This design comes from an exercise in tuning for small area, a short achievable clock period and few clock cycles per item on the open sky130 flow, not from production work. The RTL was checked by simulation tests, not by an equivalence proof against the original design.

==> design.v <==
package trli_pkg;
  localparam int unsigned SLOTS   = 16;
  localparam int unsigned IW      = 4;
  localparam int unsigned HM_W    = 11;    
  localparam int unsigned LVL_W   = 8;
  localparam int unsigned NCH     = 4;
  localparam int unsigned SEC_DAY = 86400;
  localparam logic OP_LOAD = 1'b0;
  localparam logic OP_TICK = 1'b1;
endpackage
module trli_ctrl (
  input  logic        clk_i,
  input  logic        rst_ni,
  input  logic        in_valid_i,
  output logic        in_ready_o,
  input  logic        op_i,
  input  logic [3:0]  entry_index_i,
  input  logic        entry_valid_i,
  input  logic [4:0]  entry_hour_i,
  input  logic [5:0]  entry_minute_i,
  input  logic [7:0]  entry_red_i,
  input  logic [7:0]  entry_green_i,
  input  logic [7:0]  entry_blue_i,
  input  logic [7:0]  entry_white_i,
  input  logic [31:0] now_unix_i,
  input  logic [4:0]  now_hour_i,
  input  logic [5:0]  now_minute_i,
  input  logic        go_i,        
  output logic        done_o,      
  output logic        empty_o,
  output logic [31:0] prev_tp_o,
  output logic [31:0] next_tp_o,
  output logic [31:0] unix_o,
  output logic [31:0] plvl_o,
  output logic [31:0] nlvl_o
);
  localparam int unsigned SLOTS   = trli_pkg::SLOTS;
  localparam int unsigned IW      = trli_pkg::IW;
  localparam int unsigned HM_W    = trli_pkg::HM_W;
  localparam int unsigned SEC_DAY = trli_pkg::SEC_DAY;
  localparam logic [1:0] PH_NORM = 2'd0;
  localparam logic [1:0] PH_WALK = 2'd1;
  localparam logic [1:0] PH_SCAN = 2'd2;
  function automatic logic [16:0] hm_sec(input logic [HM_W-1:0] hm);
    hm_sec = 17'(hm[10:6]) * 17'd3600 + 17'(hm[5:0]) * 17'd60;
  endfunction
  function automatic logic [17:0] hm_sec_day(input logic [HM_W-1:0] hm);
    hm_sec_day = (18'(hm[10:6]) + 18'd24) * 18'd3600 + 18'(hm[5:0]) * 18'd60;
  endfunction
  function automatic logic [IW-1:0] first_set(input logic [SLOTS-1:0] v);
    first_set = '0;
    for (int i = SLOTS - 1; i >= 0; i--) if (v[i]) first_set = IW'(i);
  endfunction
  function automatic logic [IW-1:0] last_set(input logic [SLOTS-1:0] v);
    last_set = '0;
    for (int i = 0; i < SLOTS; i++) if (v[i]) last_set = IW'(i);
  endfunction
  function automatic logic [SLOTS-1:0] above(input logic [IW-1:0] a);
    for (int i = 0; i < SLOTS; i++) above[i] = (IW'(i) > a);
  endfunction
  logic [SLOTS-1:0]            valid_q;
  logic [SLOTS-1:0][HM_W-1:0]  hm_q;
  logic [SLOTS-1:0][31:0]      lvl_q;
  logic                        pending_q;
  function automatic logic [IW-1:0] next_valid(input logic [SLOTS-1:0] v, input logic [IW-1:0] a);
    logic [SLOTS-1:0] hi;
    hi = v & above(a);
    next_valid = (|hi) ? first_set(hi) : first_set(v);
  endfunction
  logic            in_v_q, in_op_q, in_ev_q;
  logic [IW-1:0]   in_idx_q;
  logic [HM_W-1:0] in_hm_q;      
  logic [31:0]     in_w_q;       
  logic            t_valid_q;
  logic [1:0]      ph_q;
  logic            s1_free, move, wr, tick_in, accept;
  assign s1_free    = !t_valid_q || ((ph_q == PH_NORM) && go_i);
  assign move       = in_v_q && s1_free;
  assign wr         = move && (in_op_q == trli_pkg::OP_LOAD);
  assign tick_in    = move && (in_op_q == trli_pkg::OP_TICK);
  assign in_ready_o = !in_v_q || s1_free;
  assign accept     = in_valid_i && in_ready_o;
  always_ff @(posedge clk_i or negedge rst_ni) begin
    if (!rst_ni) begin
      in_v_q <= 1'b0;
    end else if (accept) begin
      in_v_q <= 1'b1;
    end else if (move) begin
      in_v_q <= 1'b0;
    end
  end
  always_ff @(posedge clk_i) begin
    if (accept) begin
      in_op_q  <= op_i;
      in_idx_q <= entry_index_i;
      in_ev_q  <= entry_valid_i;
      in_hm_q  <= op_i ? {now_hour_i, now_minute_i} : {entry_hour_i, entry_minute_i};
      in_w_q   <= op_i ? now_unix_i
                       : {entry_white_i, entry_blue_i, entry_green_i, entry_red_i};
    end
  end
  always_ff @(posedge clk_i or negedge rst_ni) begin
    if (!rst_ni) begin
      hm_q[0]  <= '0;
      lvl_q[0] <= '0;
      hm_q[1]  <= {5'd12, 6'd0};
      lvl_q[1] <= '1;
    end else begin
      if (wr && in_idx_q == 4'd0) begin
        hm_q[0]  <= in_hm_q;
        lvl_q[0] <= in_w_q;
      end
      if (wr && in_idx_q == 4'd1) begin
        hm_q[1]  <= in_hm_q;
        lvl_q[1] <= in_w_q;
      end
    end
  end
  for (genvar s = 2; s < SLOTS; s++) begin : g_slot
    always_ff @(posedge clk_i) begin
      if (wr && in_idx_q == 4'(s)) begin
        hm_q[s]  <= in_hm_q;
        lvl_q[s] <= in_w_q;
      end
    end
  end
  always_ff @(posedge clk_i or negedge rst_ni) begin
    if (!rst_ni) begin
      valid_q <= SLOTS'(2'b11);
    end else if (wr) begin
      valid_q[in_idx_q] <= in_ev_q;
    end
  end
  logic [SLOTS-1:0] later_m, before_m;
  logic [IW-1:0]    nx, pv, fv0, lv0, r_next0, r_prev0, r_next2_0;
  logic             has_later, r_walk0, r_empty0;
  always_comb begin
    for (int s = 0; s < SLOTS; s++) later_m[s] = valid_q[s] && (hm_q[s] > in_hm_q);
    nx        = first_set(later_m);
    before_m  = valid_q & ~above(nx) & ~(SLOTS'(1) << nx);
    pv        = last_set(before_m);
    fv0       = first_set(valid_q);
    lv0       = last_set(valid_q);
    has_later = |later_m;
    r_next0   = has_later ? nx : fv0;
    r_prev0   = has_later ? pv : lv0;
    r_walk0   = has_later && !(|before_m);
    r_empty0  = !(|valid_q);
    r_next2_0 = next_valid(valid_q, r_next0);
  end
  logic [IW-1:0]    fv_q, walk_q, walk_d, stop;
  logic [HM_W-1:0]  fvhm_q;
  logic [SLOTS-1:0] same_m, walk_m;
  always_comb begin
    for (int j = 0; j < SLOTS; j++)
      same_m[j] = valid_q[j] && (hm_q[j] == fvhm_q);
    same_m = same_m & above(fv_q);
    stop   = first_set(same_m);
    walk_m = valid_q & above(fv_q);
    if (|same_m) walk_m = walk_m & ~above(stop) & ~(SLOTS'(1) << stop);
    walk_d = (|walk_m) ? last_set(walk_m) : fv_q;
  end
  logic [31:0]     u_q, ut_q;      
  logic [HM_W-1:0] n_q;
  logic [IW-1:0]   r_next_q, r_prev_q, r_next2_q;
  logic            r_walk_q, r_empty_q;
  logic [IW-1:0]   prev_q, next_q, next2_q, next3_q;
  logic [HM_W-1:0] hm2_q;
  logic [16:0]     t2_q;
  logic [17:0]     t2d_q;
  logic [31:0]     prev_tp_q, next_tp_q;
  logic            empty_q;
  logic [IW-1:0]   prev_sel, nv3;
  logic [HM_W-1:0] hm_p, hm_n, hm_2, hm_3;
  logic [31:0]     r_ptp, r_ntp, cand_tp;
  logic            adv;
  logic [IW-1:0]   prev_n, next_n;
  assign prev_sel = r_walk_q ? walk_q : r_prev_q;
  assign hm_p     = hm_q[prev_sel];
  assign hm_n     = hm_q[r_next_q];
  assign hm_2     = hm_q[r_next2_q];
  assign hm_3     = hm_q[next3_q];
  assign nv3      = next_valid(valid_q, (ph_q == PH_SCAN) ? r_next2_q : next3_q);
  assign r_ntp = ut_q + 32'(hm_sec(hm_n)) + ((hm_n < n_q) ? 32'(SEC_DAY) : 32'd0);
  assign r_ptp = ut_q + 32'(hm_sec(hm_p)) - ((hm_p > n_q) ? 32'(SEC_DAY) : 32'd0);
  assign adv     = (ph_q == PH_NORM) && !empty_q && (next_tp_q < u_q);
  assign cand_tp = ut_q + ((hm2_q < n_q) ? 32'(t2d_q) : 32'(t2_q));
  assign prev_n  = adv ? next_q  : prev_q;
  assign next_n  = adv ? next2_q : next_q;
  assign done_o    = t_valid_q && (ph_q == PH_NORM) && go_i;
  assign empty_o   = empty_q;
  assign prev_tp_o = adv ? next_tp_q : prev_tp_q;
  assign next_tp_o = adv ? cand_tp   : next_tp_q;
  assign unix_o    = u_q;
  assign plvl_o    = lvl_q[prev_n];
  assign nlvl_o    = lvl_q[next_n];
  always_ff @(posedge clk_i or negedge rst_ni) begin
    if (!rst_ni) begin
      pending_q <= 1'b1;
      t_valid_q <= 1'b0;
      ph_q      <= PH_NORM;
      empty_q   <= 1'b0;
    end else begin
      if (wr) pending_q <= 1'b1;
      if (tick_in) begin
        t_valid_q <= 1'b1;
        pending_q <= 1'b0;
        ph_q      <= !pending_q ? PH_NORM : (r_walk0 && !r_empty0) ? PH_WALK : PH_SCAN;
      end else if (done_o) begin
        t_valid_q <= 1'b0;
      end
      if (t_valid_q && (ph_q == PH_WALK)) ph_q <= PH_SCAN;
      if (t_valid_q && (ph_q == PH_SCAN)) begin
        ph_q    <= PH_NORM;
        empty_q <= r_empty_q;
      end
    end
  end
  always_ff @(posedge clk_i) begin
    fv_q   <= first_set(valid_q);
    fvhm_q <= hm_q[first_set(valid_q)];
    walk_q <= walk_d;
    if (tick_in) begin
      u_q       <= in_w_q;
      n_q       <= in_hm_q;
      ut_q      <= in_w_q - 32'(hm_sec(in_hm_q));
      r_next_q  <= r_next0;
      r_prev_q  <= r_prev0;
      r_next2_q <= r_next2_0;
      r_walk_q  <= r_walk0;
      r_empty_q <= r_empty0;
    end
    if (t_valid_q && (ph_q == PH_SCAN)) begin
      prev_q    <= prev_sel;
      next_q    <= r_next_q;
      next2_q   <= r_next2_q;
      next3_q   <= nv3;
      prev_tp_q <= r_ptp;
      next_tp_q <= r_ntp;
      hm2_q     <= hm_2;
      t2_q      <= hm_sec(hm_2);
      t2d_q     <= hm_sec_day(hm_2);
    end
    if (done_o && adv) begin
      prev_q    <= next_q;
      next_q    <= next2_q;
      next2_q   <= next3_q;
      next3_q   <= nv3;
      prev_tp_q <= next_tp_q;
      next_tp_q <= cand_tp;
      hm2_q     <= hm_3;
      t2_q      <= hm_sec(hm_3);
      t2d_q     <= hm_sec_day(hm_3);
    end
  end
endmodule
module trli_datapath (
  input  logic        clk_i,
  input  logic        rst_ni,
  output logic        go_o,
  input  logic        in_valid_i,
  input  logic        empty_i,
  input  logic [31:0] prev_tp_i,
  input  logic [31:0] next_tp_i,
  input  logic [31:0] unix_i,
  input  logic [31:0] plvl_i,
  input  logic [31:0] nlvl_i,
  input  logic        out_ready_i,
  output logic        out_valid_o,
  output logic        active_o,
  output logic [31:0] level_o
);
  localparam int unsigned NCH = trli_pkg::NCH;
  localparam int unsigned WW  = 43;    
  localparam int unsigned NS  = 4;     
  localparam int unsigned CAP = 12;    
  function automatic logic [4:0] lzc32(input logic [31:0] v);
    lzc32 = 5'd31;
    for (int i = 0; i < 32; i++) if (v[i]) lzc32 = 5'(31 - i);
  endfunction
  logic go;
  logic [3:0] credit_q, fill_q;
  assign go   = (credit_q != 4'(CAP));
  assign go_o = go;
  logic        va_q, empa_q;
  logic [31:0] ptpa_q, ntpa_q, ua_q;
  logic [NCH-1:0][7:0] pla_q, nla_q;
  logic [31:0] dena, nra;
  logic [NCH-1:0][7:0] ea, basea;
  logic [NCH-1:0]      nega;
  always_comb begin
    dena = ntpa_q - ptpa_q;
    nra  = ua_q - ptpa_q;
    for (int c = 0; c < NCH; c++) begin
      nega[c]  = (nla_q[c] < pla_q[c]);
      ea[c]    = nega[c] ? (pla_q[c] - nla_q[c]) : (nla_q[c] - pla_q[c]);
      basea[c] = nega[c] ? nla_q[c] : pla_q[c];
    end
  end
  logic        vb_q, empb_q;
  logic [31:0] denb_q, nrb_q;
  logic [NCH-1:0][7:0] eb_q, baseb_q, pb_q;
  logic [NCH-1:0]      negb_q;
  logic [31:0] numb, nmcb;
  logic        den0b, gtb;
  logic [NCH-1:0][7:0] baseb;
  logic [NCH-1:0]      negb;
  always_comb begin
    gtb   = (nrb_q > denb_q);
    numb  = gtb ? denb_q : nrb_q;
    nmcb  = gtb ? '0 : (denb_q - nrb_q);
    den0b = (denb_q == '0);
    for (int c = 0; c < NCH; c++) begin
      negb[c]  = negb_q[c] && !den0b;
      baseb[c] = den0b ? pb_q[c] : baseb_q[c];
    end
  end
  logic        vc_q, empc_q, den0c_q;
  logic [31:0] denc_q, numc_q, nmcc_q;
  logic [NCH-1:0][7:0] ec_q, basec_q;
  logic [NCH-1:0]      negc_q;
  logic [4:0]  zc;
  logic [31:0] dnc, nnc, ncc;
  always_comb begin
    zc  = lzc32(denc_q);
    dnc = denc_q << zc;
    nnc = numc_q << zc;
    ncc = nmcc_q << zc;
  end
  logic        vd_q, empd_q, den0d_q;
  logic [31:0] dd_q, nnd_q, ncd_q;
  logic [NCH-1:0][7:0] ed_q, based_q;
  logic [NCH-1:0]      negd_q;
  logic [NCH-1:0][WW-1:0] xs_d, xc_d;
  always_comb begin
    for (int c = 0; c < NCH; c++) begin
      logic [WW-1:0] m, pp0, pp1, pp2, pp3, pp4, pp5, pp6, pp7;
      logic [WW-1:0] s1a, c1a, s1b, c1b, s2a, c2a, s2b, c2b, s3, c3;
      m   = WW'(negd_q[c] ? ncd_q : nnd_q);
      pp0 = ed_q[c][0] ? (m << 0) : '0;
      pp1 = ed_q[c][1] ? (m << 1) : '0;
      pp2 = ed_q[c][2] ? (m << 2) : '0;
      pp3 = ed_q[c][3] ? (m << 3) : '0;
      pp4 = ed_q[c][4] ? (m << 4) : '0;
      pp5 = ed_q[c][5] ? (m << 5) : '0;
      pp6 = ed_q[c][6] ? (m << 6) : '0;
      pp7 = ed_q[c][7] ? (m << 7) : '0;
      s1a = pp0 ^ pp1 ^ pp2;
      c1a = ((pp0 & pp1) | (pp0 & pp2) | (pp1 & pp2)) << 1;
      s1b = pp3 ^ pp4 ^ pp5;
      c1b = ((pp3 & pp4) | (pp3 & pp5) | (pp4 & pp5)) << 1;
      s2a = s1a ^ c1a ^ s1b;
      c2a = ((s1a & c1a) | (s1a & s1b) | (c1a & s1b)) << 1;
      s2b = c1b ^ pp6 ^ pp7;
      c2b = ((c1b & pp6) | (c1b & pp7) | (pp6 & pp7)) << 1;
      s3  = s2a ^ c2a ^ s2b;
      c3  = ((s2a & c2a) | (s2a & s2b) | (c2a & s2b)) << 1;
      xs_d[c] = s3 ^ c3 ^ c2b;
      xc_d[c] = ((s3 & c3) | (s3 & c2b) | (c3 & c2b)) << 1;
    end
  end
  logic [NS:0]            vs_q, emps_q, den0s_q;
  logic [NS:0][31:0]      ds_q;
  logic [NS:0][NCH-1:0][WW-1:0] ss_q, cs_q;
  logic [NS:0][NCH-1:0][7:0]    qps_q, qns_q, bases_q;
  logic [NS-1:0][NCH-1:0][WW-1:0] ss_d, cs_d;
  logic [NS-1:0][NCH-1:0][7:0]    qps_d, qns_d;
  always_comb begin
    for (int k = 0; k < NS; k++) begin
      logic [WW-1:0] dx, ndx;
      dx  = {3'b000, ds_q[k], 8'b0};
      ndx = -dx;
      for (int c = 0; c < NCH; c++) begin
        logic [WW-1:0] s, cy, s2, c2, t;
        logic [3:0]    y;
        logic [7:0]    qp, qn;
        logic          qpos, qneg;
        s  = ss_q[k][c];
        cy = cs_q[k][c];
        qp = qps_q[k][c];
        qn = qns_q[k][c];
        for (int b = 0; b < 2; b++) begin
          s2   = s << 1;
          c2   = cy << 1;
          y    = s2[WW-1:WW-4] + c2[WW-1:WW-4];
          qpos = !y[3];
          qneg = y[3] && (y != 4'b1111);
          t    = qpos ? ndx : (qneg ? dx : '0);
          s    = s2 ^ c2 ^ t;
          cy   = ((s2 & c2) | (s2 & t) | (c2 & t)) << 1;
          qp   = {qp[6:0], qpos};
          qn   = {qn[6:0], qneg};
        end
        ss_d[k][c]  = s;
        cs_d[k][c]  = cy;
        qps_d[k][c] = qp;
        qns_d[k][c] = qn;
      end
    end
  end
  logic        vf_q, empf_q;
  logic [NCH-1:0]      negf_q, upf_q;
  logic [NCH-1:0][7:0] qpf_q, qnf_q, basef_q;
  logic                den0f_q;
  logic [NCH-1:0] negf, upf;
  always_comb begin
    logic [WW-1:0] dh, ndh;
    dh  = {4'b0000, ds_q[NS], 7'b0};
    ndh = -dh;
    for (int c = 0; c < NCH; c++) begin
      logic [WW-1:0] w, wl, wh;
      w       = ss_q[NS][c] + cs_q[NS][c];
      wl      = ss_q[NS][c] + cs_q[NS][c] + ndh;
      wh      = ss_q[NS][c] + cs_q[NS][c] + dh;
      negf[c] = w[WW-1];
      upf[c]  = w[WW-1] ? !wh[WW-1] : !wl[WW-1];
    end
  end
  logic [NCH-1:0][7:0] res;
  always_comb begin
    for (int c = 0; c < NCH; c++) begin
      res[c] = basef_q[c] + qpf_q[c] - qnf_q[c] - 8'(negf_q[c]) + 8'(upf_q[c]);
      if (den0f_q) res[c] = basef_q[c];
      if (empf_q)  res[c] = '0;
    end
  end
  always_ff @(posedge clk_i or negedge rst_ni) begin
    if (!rst_ni) begin
      va_q <= 1'b0;
      vb_q <= 1'b0;
      vc_q <= 1'b0;
      vd_q <= 1'b0;
      vs_q <= '0;
      vf_q <= 1'b0;
    end else begin
      va_q <= in_valid_i;
      vb_q <= va_q;
      vc_q <= vb_q;
      vd_q <= vc_q;
      vs_q <= {vs_q[NS-1:0], vd_q};
      vf_q <= vs_q[NS];
    end
  end
  always_ff @(posedge clk_i) begin
    begin
      empa_q  <= empty_i;
      ptpa_q  <= prev_tp_i;
      ntpa_q  <= next_tp_i;
      ua_q    <= unix_i;
      pla_q   <= plvl_i;
      nla_q   <= nlvl_i;
      empb_q  <= empa_q;
      denb_q  <= dena;
      nrb_q   <= nra;
      eb_q    <= ea;
      baseb_q <= basea;
      pb_q    <= pla_q;
      negb_q  <= nega;
      empc_q  <= empb_q;
      den0c_q <= den0b;
      denc_q  <= denb_q;
      numc_q  <= numb;
      nmcc_q  <= nmcb;
      ec_q    <= eb_q;
      basec_q <= baseb;
      negc_q  <= negb;
      empd_q  <= empc_q;
      den0d_q <= den0c_q;
      dd_q    <= dnc;
      nnd_q   <= nnc;
      ncd_q   <= ncc;
      ed_q    <= ec_q;
      based_q <= basec_q;
      negd_q  <= negc_q;
      emps_q[0]  <= empd_q;
      den0s_q[0] <= den0d_q;
      ds_q[0]    <= dd_q;
      ss_q[0]    <= xs_d;
      cs_q[0]    <= xc_d;
      qps_q[0]   <= '0;
      qns_q[0]   <= '0;
      bases_q[0] <= based_q;
      for (int k = 0; k < NS; k++) begin
        emps_q[k+1]  <= emps_q[k];
        den0s_q[k+1] <= den0s_q[k];
        ds_q[k+1]    <= ds_q[k];
        ss_q[k+1]    <= ss_d[k];
        cs_q[k+1]    <= cs_d[k];
        qps_q[k+1]   <= qps_d[k];
        qns_q[k+1]   <= qns_d[k];
        bases_q[k+1] <= bases_q[k];
      end
      empf_q  <= emps_q[NS];
      den0f_q <= den0s_q[NS];
      negf_q  <= negf;
      upf_q   <= upf;
      qpf_q   <= qps_q[NS];
      qnf_q   <= qns_q[NS];
      basef_q <= bases_q[NS];
    end
  end
  logic [CAP-1:0][32:0] q_q;
  logic [3:0]           head_q, tail_q;
  logic                 pop;
  logic [32:0]          res_w;
  assign res_w = {!empf_q, res};
  assign pop   = (fill_q != '0) && out_ready_i;
  always_ff @(posedge clk_i or negedge rst_ni) begin
    if (!rst_ni) begin
      credit_q <= '0;
      fill_q   <= '0;
      head_q   <= '0;
      tail_q   <= '0;
    end else begin
      credit_q <= credit_q + 4'(in_valid_i) - 4'(pop);
      fill_q   <= fill_q + 4'(vf_q) - 4'(pop);
      if (vf_q) tail_q <= (tail_q == 4'(CAP - 1)) ? '0 : tail_q + 1'b1;
      if (pop)  head_q <= (head_q == 4'(CAP - 1)) ? '0 : head_q + 1'b1;
    end
  end
  always_ff @(posedge clk_i) begin
    for (int i = 0; i < CAP; i++)
      if (vf_q && tail_q == 4'(i)) q_q[i] <= res_w;
  end
  assign out_valid_o = (fill_q != '0);
  assign active_o    = q_q[head_q][32];
  assign level_o     = q_q[head_q][31:0];
endmodule
module timed_rgbw_light_interpolator_top #(
  parameter int unsigned SLOTS = 16
) (
  input  logic        clk_i,
  input  logic        rst_ni,
  input  logic        in_valid_i,
  output logic        in_ready_o,
  input  logic        op_i,
  input  logic [3:0]  entry_index_i,
  input  logic        entry_valid_i,
  input  logic [4:0]  entry_hour_i,
  input  logic [5:0]  entry_minute_i,
  input  logic [7:0]  entry_red_i,
  input  logic [7:0]  entry_green_i,
  input  logic [7:0]  entry_blue_i,
  input  logic [7:0]  entry_white_i,
  input  logic [31:0] now_unix_i,
  input  logic [4:0]  now_hour_i,
  input  logic [5:0]  now_minute_i,
  output logic        out_valid_o,
  input  logic        out_ready_i,
  output logic        active_o,
  output logic [7:0]  level_red_o,
  output logic [7:0]  level_green_o,
  output logic [7:0]  level_blue_o,
  output logic [7:0]  level_white_o
);
  logic        go, done, empty;
  logic [31:0] prev_tp, next_tp, unix, plvl, nlvl, level;
  trli_ctrl u_ctrl (
    .clk_i          (clk_i),
    .rst_ni         (rst_ni),
    .in_valid_i     (in_valid_i),
    .in_ready_o     (in_ready_o),
    .op_i           (op_i),
    .entry_index_i  (entry_index_i),
    .entry_valid_i  (entry_valid_i),
    .entry_hour_i   (entry_hour_i),
    .entry_minute_i (entry_minute_i),
    .entry_red_i    (entry_red_i),
    .entry_green_i  (entry_green_i),
    .entry_blue_i   (entry_blue_i),
    .entry_white_i  (entry_white_i),
    .now_unix_i     (now_unix_i),
    .now_hour_i     (now_hour_i),
    .now_minute_i   (now_minute_i),
    .go_i           (go),
    .done_o         (done),
    .empty_o        (empty),
    .prev_tp_o      (prev_tp),
    .next_tp_o      (next_tp),
    .unix_o         (unix),
    .plvl_o         (plvl),
    .nlvl_o         (nlvl)
  );
  trli_datapath u_datapath (
    .clk_i       (clk_i),
    .rst_ni      (rst_ni),
    .go_o        (go),
    .in_valid_i  (done),
    .empty_i     (empty),
    .prev_tp_i   (prev_tp),
    .next_tp_i   (next_tp),
    .unix_i      (unix),
    .plvl_i      (plvl),
    .nlvl_i      (nlvl),
    .out_ready_i (out_ready_i),
    .out_valid_o (out_valid_o),
    .active_o    (active_o),
    .level_o     (level)
  );
  assign level_red_o   = level[7:0];
  assign level_green_o = level[15:8];
  assign level_blue_o  = level[23:16];
  assign level_white_o = level[31:24];
endmodule
==> run.sh <==
#!/bin/bash
# synth_recipe.tcl (not shown) runs the flow's synth.tcl, then flattens the netlist and writes it again
# the make line also repeats each setting of config.mk as NAME=value (left out here)
make -C /OpenROAD-flow-scripts/flow DESIGN_CONFIG=/design/flow/config.mk WORK_HOME=/design/flow/orfs CLKGATE_MAP_FILE= SYNTH_SCRIPT=/design/flow/synth_recipe.tcl finish
==> config.mk <==
export PLATFORM = sky130hd
export DESIGN_NAME = timed_rgbw_light_interpolator_top
export DESIGN_NICKNAME = timed_rgbw_light_interpolator_top
export VERILOG_FILES = /design/flow/design.v
export SDC_FILE = /design/flow/constraint.sdc
export NUM_CORES = 4
export LEC_CHECK = 0
export ABC_CLOCK_PERIOD_IN_PS = 4000
export CAP_MARGIN = 20
export CORE_MARGIN = 2
export CORE_UTILIZATION = 45
export PLACE_DENSITY = 0.6
export SETUP_SLACK_MARGIN = 5
export SLEW_MARGIN = 20
==> constraint.sdc <==
create_clock -name core_clock -period 12.0 [get_ports {clk_i}]
set_input_delay 2.4000 -clock core_clock [delete_from_list [all_inputs] [get_ports {clk_i}]]
set_output_delay 2.4000 -clock core_clock [all_outputs]
set_load 0.01 [all_outputs]
==> flow_metrics.tcl <==
set metrics [dict create \
    grt_pass1_wl_mm 1210 \
    r2r_slack_ps 3680 \
    finalWorstSetupSlack_ps 3680 \
    place.gp.congestion 0.984 \
    tns_ps 0 \
    synth_cells 21982 \
    fmax_ghz 0.120 \
    finalSetupViolations 0 \
    cts_root_buf "clkbuf_16" \
    core.rowCount 265 \
    clock_skew_ps 112 \
    final-hold-violation-count 0 \
    cts-buffers-inserted 426 \
    grt-ovfl-total 0 \
    cts_tree "built" \
    dp_cells 28369 \
    grt_start_max_net_pins 159 \
    grtUsageTotal_pct 31.2 \
    final_cells 29764 \
    cts_buffer_depth 4 \
    dpl_worst_slack_ps 2190 \
    drc_errors 0 \
    syn_nets 25383 \
    firstDrtPassIters 8 \
    outcome "complete, no violations" \
    reg2reg_to "u_ctrl.prev_tp_q[30]" \
    path_max_fanout 5 \
    syn_avg_cell_area_um2 10.7 \
    critPathLaunchType "register" \
    ys_seq_area_share_pct 39.9 \
    coreArea_mm2 0.521 \
    min_to "u_datapath.bases_q[143]" \
    yosysTopAreaCell "dfxtp_1" \
    rsz0062_at_grt "true" \
    synth-warning-count 2 \
    worst_pin_slew_ps 1320 \
    ys_types 93 \
    finish.net_count 25799 \
    area_growth_pct 15.9 \
    multi_input_area_mm2 0.137 \
    slew_violations 0 \
    drt-met1-wl_mm 335 \
    grt_pass1_vias 173289 \
    antenna_found_initial 67 \
    finalWorstPathRequiredPeriod_ps 8320 \
    num-fill-cells 45411 \
    crit_type "reg -> reg" \
    required_ps 12770 \
    via_count 174275 \
    hold_path.class "reg -> reg" \
    wl_met2_mm 379 \
    postCtsHoldBufs 0 \
    die_h_um 728 \
    fin_util_pct 52.4 \
    die_area_mm2 0.530 \
    wire_per_inst_um 28.6 \
    vias_per_cell 5.86 \
    top_layer "met5" \
    layout-drive-gt1-share_pct 14.5 \
    slowest_stage "fa_1" \
    synth_top_area_share_pct 22.6 \
    totalWireLength_mm 852 \
    drv_cap 0 \
    cts.clk_slew.worst_paths_ps 70 \
    synth-edff-count 1250 \
    cpPeakStageDelay_ps 560 \
    timing.final.crit_share_pct 69.3 \
    timing.slew.headroom_pct 11.3 \
    synth-async-reset-ratio_pct 3.32 \
    synth.cell_area_mm2 0.236 \
    ff2ff_path_depth 37 \
    die_w_um 728 \
    dp_hpwl_mm 611 \
    arrival_ps 9090 \
    seq_area_mm2 0.0942 \
    clock_latency_ps 1100 \
    synthFlopType "dfxtp_1" \
    pin_count 131 \
    critPathCaptureType "register" \
    ant_nets 0 \
    port-buffer-count 130 \
    yosys-top-cells-area "dfxtp_1 (23%), fa_1 (16%), edfxtp_1 (16%)" \
    min_path_cells 0 \
    drtIter0Drc 18879 \
    min_from "u_datapath.bases_q[111]" \
    r2r_start "u_ctrl.r_walk_q" \
    start_util_pct 45.2 \
    synth_seq_cells 4041 \
    met3_length_mm 76.0 \
    cts_sinks 4041 \
    h-tree-depth 5 \
]
how the worst max path moves through the flow:
stage | from | end | slack [ps] | cells after the start
detailed placement | u_ctrl.r_walk_q | u_ctrl.prev_tp_q[30] | 2190 | 33
finish | u_ctrl.r_walk_q | u_ctrl.prev_tp_q[30] | 3680 | 37
floorplan | u_ctrl.r_walk_q | u_ctrl.prev_tp_q[30] | 3980 | 36
global placement | u_ctrl.r_walk_q | u_ctrl.prev_tp_q[30] | 2140 | 33
CTS | u_ctrl.r_walk_q | u_ctrl.prev_tp_q[28] | 3820 | 37
global route | u_ctrl.r_walk_q | u_ctrl.prev_tp_q[28] | 3330 | 36
layer usage:
layer  track usage (%)  vias up
li1                  -    76297
met3              6.32     2341
met2              49.1     9233
met1              40.1    86372
met4              18.1       32
met5             0.299        -
worst max-delay path, delay by kind of cell, from the launching register on:
kind,cells,cell delay (ps)
and+or+nand+nor,5,1070
muxes,4,1130
AOI/OAI and AO/OA,12,1950
buffers and inverters,7,750
adders and majority gates,6,2310
DFF,1,410
xor gates and xnor gates,3,450
synthesized netlist by cell type, types with 46 or more instances:
cell type / instances
nor4_1: 66
o21a_1: 108
a22o_1: 272
fa_1: 1901
o22ai_1: 130
xnor2_1: 593
nand3_1: 1088
o31ai_1: 149
nor2_1: 963
nor2b_1: 932
clkbuf_1: 931
mux2_2: 269
ha_1: 1404
nand2b_1: 349
a211oi_1: 77
o21ai_0: 1315
mux4_2: 321
a21oi_1: 758
dfxtp_1: 2657
and2_1: 52
o311ai_0: 70
nor3_1: 203
or3_1: 100
nand4_1: 128
edfxtp_1: 1250
a31oi_1: 96
o211ai_1: 46
nand2_1: 1961
mux2i_1: 414
xor2_1: 263
buf_1: 128
a21o_1: 288
and3_1: 86
dfrtp_1: 97
inv_1: 1828
o21bai_1: 87
nand3b_1: 89
repair_timing:
action,4_1_cts,5_1_grt
setup endpoints to repair,1229,1084
setup buffers,346,115
pin swaps,323,186
gates cloned,72,7
resized for setup,1007,279
registers in the layout (all words and copies together) (netlist names), 64 cells and up:
| name | cells |
|---|---|
| u_ctrl.hm_q | 176 |
| u_datapath.cs_q | 672 |
| u_datapath.ds_q | 160 |
| u_datapath.q_q | 396 |
| u_datapath.bases_q | 160 |
| u_datapath.ss_q | 752 |
| u_datapath.qns_q | 64 |
| u_ctrl.lvl_q | 512 |
| u_datapath.qps_q | 64 |
area by class of cell:
cell class | count | share of cell area [%]
Clock buffer | 577 | 4.46
Timing Repair Buffer | 1034 | 4.13
Inverter | 1851 | 2.63
Antenna cell | 52 | 0.0476
Sequential cell | 4041 | 34.5
Timing Repair inverter | 12 | 0.0843
Clock inverter | 223 | 1.00
Tap cell | 6942 | 3.18
Multi-Input combinational cell | 15032 | 50.0
stage by stage:
step	hold WS (ps)	cell area, um^2
after floorplan	310	237000
after global placement	310	247000
after detailed placement	312	247000
after CTS	272	270000
after global routing	286	273000
final	279	273000
cell families after synthesis:
logic type / Yosys count / share of synthesized area [%]
AOI/OAI and AO/OA: 3725 / 9.91
DFF: 4041 / 39.9
and+or+nand+nor: 6114 / 12.5
muxes: 1004 / 6.11
buffers and inverters: 2930 / 4.69
adders and majority gates: 3308 / 23.6
xor gates and xnor gates: 860 / 3.21
layout by cell type (no fill, tap or decap), types with 129 or more instances in the layout:
| cell | instances |
|---|---|
| xnor2_1 | 543 |
| a22o_1 | 270 |
| nor2b_1 | 930 |
| fa_1 | 1735 |
| nor2_1 | 910 |
| buf_4 | 597 |
| nand2_1 | 1918 |
| inv_1 | 1774 |
| nand2b_1 | 345 |
| o21ai_0 | 1104 |
| a21o_1 | 288 |
| o21ai_2 | 132 |
| nand3_1 | 1010 |
| nor3_1 | 179 |
| edfxtp_1 | 1250 |
| dfxtp_1 | 2609 |
| fa_2 | 166 |
| o22ai_1 | 129 |
| ha_1 | 1367 |
| o31ai_1 | 149 |
| mux2i_1 | 382 |
| a21oi_1 | 699 |
| clkbuf_16 | 447 |
| xor2_1 | 242 |
| mux2_2 | 262 |
| mux4_2 | 321 |
Testbench counts, summed over its fixed seeds: cycles 2,385, ticks 1,920.

## separate check: timing with driven ports
How much do the figures lean on ideal ports? The routed layout below was timed once more, with nothing changed but the port constraints. Step 1, drivers: a clkbuf_16 drives clk_i and a buf_2 each remaining input, both assumed. Step 2, shift: input delay + t, output delay - t, t = (earliest + latest rising clock arrival at the registers) / 2. This alone moves slack from input paths to output paths. a / b / c = ideal / step 1 / step 2; a / b = the first two.
shift t [ns]: 1.167
setup slack, ns: 3.678 / 3.678 / 3.678
worst register clock-pin slew, ns: 0.07 / 0.07
pins driven straight from the clock port: 1
After both steps setup and hold are still met in this run. The setup slack of this run moves by 0.000 ns with the drivers and by 0.000 ns with both steps.
